From an optimization exercise on the open Yosys and OpenROAD flow, aimed at small area; shortcuts taken in it are not production practice. In this exercise RTL edits were held to simulation tests only and were not proved equivalent to the original.

==> inputs of v26 <==
==> flow/design.v <==
module param_memory #(
   parameter int WIDTH      = 32,
   parameter int DEPTH      = 48,
   parameter int ADDR_WIDTH = 6,
   parameter int RD_LATENCY = 2,
   parameter int RESET_MEM  = 1
) (
   input  logic                  clk_i,
   input  logic                  rst_i,
   input  logic                  valid_i,
   output logic                  ready_o,
   input  logic                  wr_rd_i,
   input  logic [ADDR_WIDTH-1:0] addr_i,
   input  logic [WIDTH-1:0]      wdata_i,
   input  logic [WIDTH/8-1:0]    wstrb_i,
   output logic                  rvalid_o,
   output logic [WIDTH-1:0]      rdata_o,
   output logic                  rerr_o,
   input  logic                  rready_i
);
   localparam int NBYTES = WIDTH / 8;
   localparam int NRING  = 16;
   localparam int NSLOT  = 3;
   logic                  ready_q, rvalid_q, rerr_q;
   logic [1:0]            ph_q;
   logic [ADDR_WIDTH-1:0] addr_q;
   logic [WIDTH-1:0]      data_q;                 
   logic [NBYTES-1:0]     wstrb_q;
   logic                  pend_q;                 
   logic [1:0]            nrot_q;
   logic [WIDTH-1:0]      rdata_q;
   logic [1:0]            clr_q;                  
   logic [WIDTH-1:0]      slot_q [NRING][NSLOT];
   logic busy, rd_wait, q_ok, clear;
   assign busy    = ~ready_q & ~rvalid_q;
   assign rd_wait = busy & ~ph_q[1] & ph_q[0];
   assign q_ok    = addr_q < 6'(DEPTH);
   assign clear   = (busy & (ph_q == 2'b00)) | (|clr_q);
   logic [1:0] nrot_pre;
   assign nrot_pre = (nrot_q == 2'd0) ? 2'd2 : nrot_q - 2'd1;
   logic [5:0]       ra;
   logic             r_tap;
   logic [WIDTH-1:0] tap_word;
   assign ra    = ready_q ? addr_i : addr_q;
   assign r_tap = (ra < 6'(DEPTH)) & (ra[5:4] == nrot_q);
   always_comb begin
      tap_word = '0;
      for (int j = 0; j < NRING; j++) begin
         tap_word = tap_word | (slot_q[j][0] & {WIDTH{ra[3:0] == 4'(j)}});
      end
   end
   logic [NRING-1:0]  whit;
   always_comb begin
      for (int j = 0; j < NRING; j++) begin
         whit[j] = pend_q & (addr_q[5:4] == nrot_pre) & (addr_q[3:0] == 4'(j));
      end
   end
   always_ff @(posedge clk_i) begin
      for (int j = 0; j < NRING; j++) begin
         for (int k = 0; k < NBYTES; k++) begin
            logic load, keep;
            load = whit[j] & wstrb_q[k];
            keep = ~load & ~clear;
            slot_q[j][0][8*k +: 8] <= (data_q[8*k +: 8] & {8{load}}) | (slot_q[j][2][8*k +: 8] & {8{keep}});
         end
         slot_q[j][1] <= slot_q[j][0];
         slot_q[j][2] <= slot_q[j][1];
      end
   end
   always_ff @(posedge clk_i) begin
      if (!rst_i) begin
         nrot_q <= '0;
         clr_q  <= 2'b00;
      end else begin
         nrot_q <= nrot_pre;
         clr_q  <= {clr_q[0], busy & (ph_q == 2'b00)};
      end
   end
   always_ff @(posedge clk_i) begin
      if (ready_q) begin
         addr_q  <= addr_i;
         data_q  <= wdata_i;
         wstrb_q <= wstrb_i;
      end
      if (r_tap && ((ready_q && valid_i && !wr_rd_i) || rd_wait)) begin
         data_q <= tap_word;
      end
   end
   always_ff @(posedge clk_i) begin
      if (!rst_i) begin
         ready_q  <= 1'b0;
         rvalid_q <= 1'b0;
         rerr_q   <= 1'b0;
         rdata_q  <= '0;
         ph_q     <= 2'b00;
         pend_q   <= 1'b0;
      end else begin
         if (|whit) pend_q <= 1'b0;
         if (ready_q && valid_i) begin
            ready_q <= 1'b0;
            ph_q    <= {wr_rd_i, 1'b1};
            pend_q  <= wr_rd_i & (addr_i < 6'(DEPTH));
         end
         if (busy) begin
            if (!ph_q[1] && !ph_q[0]) ready_q <= 1'b1;
            if (ph_q[0] && !ph_q[1]) ph_q <= 2'b10;
            if (ph_q[1]) begin
               rvalid_q <= 1'b1;
               rerr_q   <= ~q_ok;
               rdata_q  <= (ph_q[0] || !q_ok) ? '0 : (r_tap ? tap_word : data_q);
            end
         end
         if (rvalid_q && rready_i) begin
            rvalid_q <= 1'b0;
            rerr_q   <= 1'b0;
            ready_q  <= 1'b1;
         end
      end
   end
   assign ready_o  = ready_q;
   assign rvalid_o = rvalid_q;
   assign rdata_o  = rdata_q;
   assign rerr_o   = rerr_q;
endmodule
==> flow/flow/run.sh <==
#!/bin/bash
# The standard layout, with a leaner clock tree (small clock buffers, larger
# sink clusters, no dummy loads) and single-drive port buffers.
set -euo pipefail
bash standard.sh finish \
  "CTS_ARGS=-sink_clustering_enable -repair_clock_nets -dont_use_dummy_load -buf_list {sky130_fd_sc_hd__clkbuf_4 sky130_fd_sc_hd__clkbuf_8} -sink_clustering_size 20 -sink_clustering_max_diameter 40" \
  "BUFFER_PORTS_ARGS=-buffer_cell sky130_fd_sc_hd__buf_1" > standard.log 2>&1
==> flow/standard.sh <==
#!/bin/bash
# synth_recipe.tcl (not shown) runs the flow's synth.tcl, then flattens the netlist and writes it again
# the make line also repeats each setting of config.mk as NAME=value (left out here)
make -C /OpenROAD-flow-scripts/flow DESIGN_CONFIG=/design/flow/config.mk WORK_HOME=/design/flow/orfs CLKGATE_MAP_FILE= SYNTH_SCRIPT=/design/flow/synth_recipe.tcl "${@:-finish}"
==> flow/config.mk <==
export PLATFORM = sky130hd
export DESIGN_NAME = param_memory
export DESIGN_NICKNAME = param_memory
export VERILOG_FILES = /design/flow/design.v
export SDC_FILE = /design/flow/constraint.sdc
export NUM_CORES = 4
export LEC_CHECK = 0
export CAP_MARGIN = 20
export CORE_MARGIN = 2
export CORE_UTILIZATION = 80
export PLACE_DENSITY = 0.85
export SLEW_MARGIN = 20
==> flow/constraint.sdc <==
create_clock -name core_clock -period 5.0 [get_ports {clk_i}]
set_input_delay 1.0000 -clock core_clock [delete_from_list [all_inputs] [get_ports {clk_i}]]
set_output_delay 1.0000 -clock core_clock [all_outputs]
set_load 0.01 [all_outputs]
==> v20 (differences from v26) <==
--- a/flow/design.v
+++ b/flow/design.v
@@ -20,6 +20,5 @@
 );
    localparam int NBYTES = WIDTH / 8;
-   localparam int NRING  = 16;
-   localparam int NSLOT  = 3;
+   localparam int NPORT  = DEPTH / 3;
    logic                  ready_q, rvalid_q, rerr_q;
    logic [1:0]            ph_q;
@@ -28,51 +27,83 @@
    logic [NBYTES-1:0]     wstrb_q;
    logic                  pend_q;                 
-   logic [1:0]            nrot_q;
+   logic [3:0]            rot16_q;
+   logic [1:0]            rot3_q;
    logic [WIDTH-1:0]      rdata_q;
-   logic [1:0]            clr_q;                  
-   logic [WIDTH-1:0]      slot_q [NRING][NSLOT];
-   logic busy, rd_wait, q_ok, clear;
+   logic [WIDTH-1:0]      slot_q [DEPTH];
+   logic [DEPTH-1:0]      sval_q;
+   logic busy, present, rd_wait, q_ok;
+   assign q_ok    = addr_q < 6'(DEPTH);
    assign busy    = ~ready_q & ~rvalid_q;
+   assign present = busy & ph_q[1];
    assign rd_wait = busy & ~ph_q[1] & ph_q[0];
-   assign q_ok    = addr_q < 6'(DEPTH);
-   assign clear   = (busy & (ph_q == 2'b00)) | (|clr_q);
-   logic [1:0] nrot_pre;
-   assign nrot_pre = (nrot_q == 2'd0) ? 2'd2 : nrot_q - 2'd1;
+   function automatic logic [1:0] mod3_add(input logic [5:0] a, input logic [1:0] r);
+      logic [2:0] m;
+      m = 3'(a % 6'd3) + 3'(r);
+      if (m >= 3'd3) m = m - 3'd3;
+      mod3_add = m[1:0];
+   endfunction
    logic [5:0]       ra;
+   logic [3:0]       rp16;
+   logic [1:0]       rp3;
+   logic             r_ok;
    logic             r_tap;
    logic [WIDTH-1:0] tap_word;
-   assign ra    = ready_q ? addr_i : addr_q;
-   assign r_tap = (ra < 6'(DEPTH)) & (ra[5:4] == nrot_q);
+   assign ra   = ready_q ? addr_i : addr_q;
+   assign r_ok = ra < 6'(DEPTH);
+   assign rp16 = ra[3:0] + rot16_q;
+   assign rp3  = mod3_add(ra, rot3_q);
    always_comb begin
+      r_tap    = 1'b0;
       tap_word = '0;
-      for (int j = 0; j < NRING; j++) begin
-         tap_word = tap_word | (slot_q[j][0] & {WIDTH{ra[3:0] == 4'(j)}});
+      for (int j = 0; j < NPORT; j++) begin
+         logic h;
+         h        = r_ok & (rp3 == 2'd0) & (rp16 == 4'((3 * j) % 16));
+         r_tap    = r_tap | h;
+         tap_word = tap_word | (slot_q[3 * j] & {WIDTH{h & sval_q[3 * j]}});
       end
    end
-   logic [NRING-1:0]  whit;
+   logic [3:0]        wp16;
+   logic              wp_pre;
+   logic [NPORT-1:0]  whit;
+   logic              wval;
+   logic [WIDTH-1:0]  wbus;
+   logic [NBYTES-1:0] bsel;
+   assign wp16   = addr_q[3:0] + rot16_q;
+   assign wp_pre = mod3_add(addr_q, rot3_q) == 2'd2;
    always_comb begin
-      for (int j = 0; j < NRING; j++) begin
-         whit[j] = pend_q & (addr_q[5:4] == nrot_pre) & (addr_q[3:0] == 4'(j));
+      wval = 1'b0;
+      for (int j = 0; j < NPORT; j++) begin
+         whit[j] = pend_q & rst_i & wp_pre & (wp16 == 4'((3 * j + DEPTH - 1) % 16));
+         wval    = wval | (sval_q[(3 * j + DEPTH - 1) % DEPTH] & whit[j]);
+      end
+      for (int k = 0; k < NBYTES; k++) begin
+         wbus[8*k +: 8] = data_q[8*k +: 8] & {8{wstrb_q[k]}};
+         bsel[k]        = wstrb_q[k] | ~wval;
       end
    end
    always_ff @(posedge clk_i) begin
-      for (int j = 0; j < NRING; j++) begin
-         for (int k = 0; k < NBYTES; k++) begin
-            logic load, keep;
-            load = whit[j] & wstrb_q[k];
-            keep = ~load & ~clear;
-            slot_q[j][0][8*k +: 8] <= (data_q[8*k +: 8] & {8{load}}) | (slot_q[j][2][8*k +: 8] & {8{keep}});
+      for (int i = 0; i < DEPTH; i++) begin
+         if (i % 3 == 0) begin
+            for (int k = 0; k < NBYTES; k++) begin
+               if (whit[i / 3] && bsel[k]) begin
+                  slot_q[i][8*k +: 8] <= wbus[8*k +: 8];
+               end else begin
+                  slot_q[i][8*k +: 8] <= slot_q[(i + DEPTH - 1) % DEPTH][8*k +: 8];
+               end
+            end
+            sval_q[i] <= rst_i & (sval_q[(i + DEPTH - 1) % DEPTH] | whit[i / 3]);
+         end else begin
+            slot_q[i] <= slot_q[(i + DEPTH - 1) % DEPTH];
+            sval_q[i] <= rst_i & sval_q[(i + DEPTH - 1) % DEPTH];
          end
-         slot_q[j][1] <= slot_q[j][0];
-         slot_q[j][2] <= slot_q[j][1];
       end
    end
    always_ff @(posedge clk_i) begin
       if (!rst_i) begin
-         nrot_q <= '0;
-         clr_q  <= 2'b00;
+         rot16_q <= '0;
+         rot3_q  <= '0;
       end else begin
-         nrot_q <= nrot_pre;
-         clr_q  <= {clr_q[0], busy & (ph_q == 2'b00)};
+         rot16_q <= rot16_q + 4'd1;
+         rot3_q  <= (rot3_q == 2'd2) ? 2'd0 : rot3_q + 2'd1;
       end
    end
==> flow/run.sh (new file) <==
#!/bin/bash
# synth_recipe.tcl (not shown) runs the flow's synth.tcl, then flattens the netlist and writes it again
# the make line also repeats each setting of config.mk as NAME=value (left out here)
make -C /OpenROAD-flow-scripts/flow DESIGN_CONFIG=/design/flow/config.mk WORK_HOME=/design/flow/orfs CLKGATE_MAP_FILE= SYNTH_SCRIPT=/design/flow/synth_recipe.tcl finish
- CORE_UTILIZATION: 80 -> 65
- CTS_BUF_LIST: default -> sky130_fd_sc_hd__clkbuf_8
- CTS_CLUSTER_SIZE: default -> 24
- PLACE_DENSITY: 0.85 -> default
removed: flow/flow/run.sh
removed: flow/standard.sh
==> v27 (differences from v26) <==
==> flow/design.v (replaced) <==
module param_memory #(
   parameter int WIDTH      = 32,
   parameter int DEPTH      = 48,
   parameter int ADDR_WIDTH = 6,
   parameter int RD_LATENCY = 2,
   parameter int RESET_MEM  = 1
) (
   input  logic                  clk_i,
   input  logic                  rst_i,
   input  logic                  valid_i,
   output logic                  ready_o,
   input  logic                  wr_rd_i,
   input  logic [ADDR_WIDTH-1:0] addr_i,
   input  logic [WIDTH-1:0]      wdata_i,
   input  logic [WIDTH/8-1:0]    wstrb_i,
   output logic                  rvalid_o,
   output logic [WIDTH-1:0]      rdata_o,
   output logic                  rerr_o,
   input  logic                  rready_i
);
   localparam int NBYTES = WIDTH / 8;
   logic                  ready_q, rvalid_q, rerr_q;
   logic [1:0]            ph_q;
   logic [ADDR_WIDTH-1:0] addr_q;
   logic [WIDTH-1:0]      wdata_q;
   logic [NBYTES-1:0]     wstrb_q;
   logic                  pend_q;                 
   logic [5:0]            rot_q;
   logic [WIDTH-1:0]      rdata_q;
   logic [WIDTH-1:0]      slot_q [DEPTH];
   logic [DEPTH-1:0]      sval_q;
   logic busy, present, in_range;
   assign busy     = ~ready_q & ~rvalid_q;
   assign present  = busy & ph_q[1];
   assign in_range = addr_q < 6'(DEPTH);
   logic [6:0] sum;
   logic [5:0] pos;
   assign sum = {1'b0, addr_q} + {1'b0, rot_q};
   assign pos = (sum >= 7'(DEPTH)) ? 6'(sum - 7'(DEPTH)) : sum[5:0];
   logic [DEPTH-1:0] hit;
   logic [WIDTH-1:0] rd_word;
   logic             rd_val;
   always_comb begin
      rd_word = '0;
      rd_val  = 1'b0;
      for (int i = 0; i < DEPTH; i++) begin
         hit[i]  = (pos == 6'(i));
         rd_word = rd_word | (slot_q[i] & {WIDTH{hit[i]}});
         rd_val  = rd_val | (sval_q[i] & hit[i]);
      end
   end
   logic             commit;
   logic [WIDTH-1:0] wbus;
   logic [NBYTES-1:0] bsel;
   assign commit = pend_q & rst_i;
   always_comb begin
      for (int k = 0; k < NBYTES; k++) begin
         wbus[8*k +: 8] = wdata_q[8*k +: 8] & {8{wstrb_q[k]}};
         bsel[k]        = wstrb_q[k] | ~rd_val;
      end
   end
   always_ff @(posedge clk_i) begin
      for (int i = 0; i < DEPTH; i++) begin
         if (i % 3 == 0) begin
            for (int k = 0; k < NBYTES; k++) begin
               if (commit && hit[(i + DEPTH - 1) % DEPTH] && bsel[k]) begin
                  slot_q[i][8*k +: 8] <= wbus[8*k +: 8];
               end else begin
                  slot_q[i][8*k +: 8] <= slot_q[(i + DEPTH - 1) % DEPTH][8*k +: 8];
               end
            end
            sval_q[i] <= rst_i & (sval_q[(i + DEPTH - 1) % DEPTH] | (commit & hit[(i + DEPTH - 1) % DEPTH]));
         end else begin
            slot_q[i] <= slot_q[(i + DEPTH - 1) % DEPTH];
            sval_q[i] <= rst_i & sval_q[(i + DEPTH - 1) % DEPTH];
         end
      end
   end
   always_ff @(posedge clk_i) begin
      if (!rst_i) begin
         rot_q <= '0;
      end else begin
         rot_q <= (rot_q == 6'(DEPTH - 1)) ? '0 : rot_q + 6'd1;
      end
   end
   always_ff @(posedge clk_i) begin
      if (!rst_i) begin
         ready_q  <= 1'b0;
         rvalid_q <= 1'b0;
         rerr_q   <= 1'b0;
         rdata_q  <= '0;
         ph_q     <= 2'b00;
         pend_q   <= 1'b0;
      end else begin
         if (pend_q && pos % 3 == 2) pend_q <= 1'b0;
         if (ready_q) begin
            addr_q  <= addr_i;
            wdata_q <= wdata_i;
            wstrb_q <= wstrb_i;
            if (valid_i) begin
               ready_q <= 1'b0;
               ph_q    <= {wr_rd_i, 1'b1};
               pend_q  <= wr_rd_i & (addr_i < 6'(DEPTH));
            end
         end
         if (busy) begin
            if (!ph_q[1] && !ph_q[0]) ready_q <= 1'b1;
            if (ph_q[0] && !ph_q[1]) ph_q <= 2'b10;
            if (ph_q[1]) begin
               rvalid_q <= 1'b1;
               rerr_q   <= ~in_range;
               rdata_q  <= (!ph_q[0] && in_range && rd_val) ? rd_word : '0;
            end
         end
         if (rvalid_q && rready_i) begin
            rvalid_q <= 1'b0;
            rerr_q   <= 1'b0;
            ready_q  <= 1'b1;
         end
      end
   end
   assign ready_o  = ready_q;
   assign rvalid_o = rvalid_q;
   assign rdata_o  = rdata_q;
   assign rerr_o   = rerr_q;
endmodule
==> flow/run.sh (new file) <==
#!/bin/bash
# synth_recipe.tcl (not shown) runs the flow's synth.tcl, then flattens the netlist and writes it again
# the make line also repeats each setting of config.mk as NAME=value (left out here)
make -C /OpenROAD-flow-scripts/flow DESIGN_CONFIG=/design/flow/config.mk WORK_HOME=/design/flow/orfs CLKGATE_MAP_FILE= SYNTH_SCRIPT=/design/flow/synth_recipe.tcl finish
- CORE_UTILIZATION: 80 -> 40
- PLACE_DENSITY: 0.85 -> default
removed: flow/flow/run.sh
removed: flow/standard.sh
==> reports/metrics.csv <==
metric,value,unit
setup_slack,-130,ps
n_fill_cell,11000,
status,finished with violations,
yosysUniqueCellTypes,81,
p_per_area,457,nW/um^2
syn_nets,4125,
met2_length,94600,um
cp_slowest_stage_delay,370,ps
cp.required,5680,ps
setup_violations,48,
so_faults,negative setup slack,
n_all_buffers,390,
-- figures above: v27

==> reports/metrics.csv <==
metric,value,unit
so_faults,negative setup slack,
status,finished with violations,
setup_violations,96,
syn_nets,3509,
cp_slowest_stage_delay,530,ps
cp.required,5740,ps
setup_slack,-384,ps
p_per_area,671,nW/um^2
n_all_buffers,428,
n_fill_cell,3794,
-- figures above: v20

==> reports/metrics.csv <==
metric,value,unit
synth_xor_area_share,0.0586,%
yosysUniqueCellTypes,56,
syn2layout_area_growth,6.15,%
p_per_area,493,nW/um^2
wl_met3,14000,um
setup_violations,0,
critical_path.startpoint_type,flop,
path_buf_inv,2,
syn_nets,3955,
status,"complete, no violations",
crit_end,data_q[22],
n_all_buffers,141,
n_fill_cell,2894,
met2_length,53500,um
cp_slowest_stage_delay,840,ps
cts_buffers,139,
cp.required,5580,ps
-- figures above: v26

-- separate check: timing with driven ports --
No port has a modelled driver above. Below, the same layouts with a new extraction and two added sets of constraints.
Step 1 assumes that a clkbuf_16 drives the clock port and a buf_2 every other input.
Step 2 adds t to the input delays and takes it off the output delays; t is the mean of the earliest and latest rising clock arrival at the registers after step 1. Input paths then give back, and output paths get back, about the clock's delay inside the block.
Three values: ideal ports, drivers, drivers and shift; two values: the first two.
| run | t (ns) | slack for setup (ns) | clock arrival spread, ns | cell pins on the clock port's net |
|---|---|---|---|---|
| v26 | 0.861 | 0.930 / 0.930 / 0.727 | 0.075 / 0.075 | 1 |
| v20 | 0.930 | -0.384 / -0.360 / -1.272 | 0.056 / 0.056 | 1 |
| v27 | 0.874 | -0.130 / -0.130 / -0.130 | 0.038 / 0.038 | 1 |
For v20, which loses most, drivers alone change the setup slack by +0.024 ns; drivers and shift together by -0.888 ns.
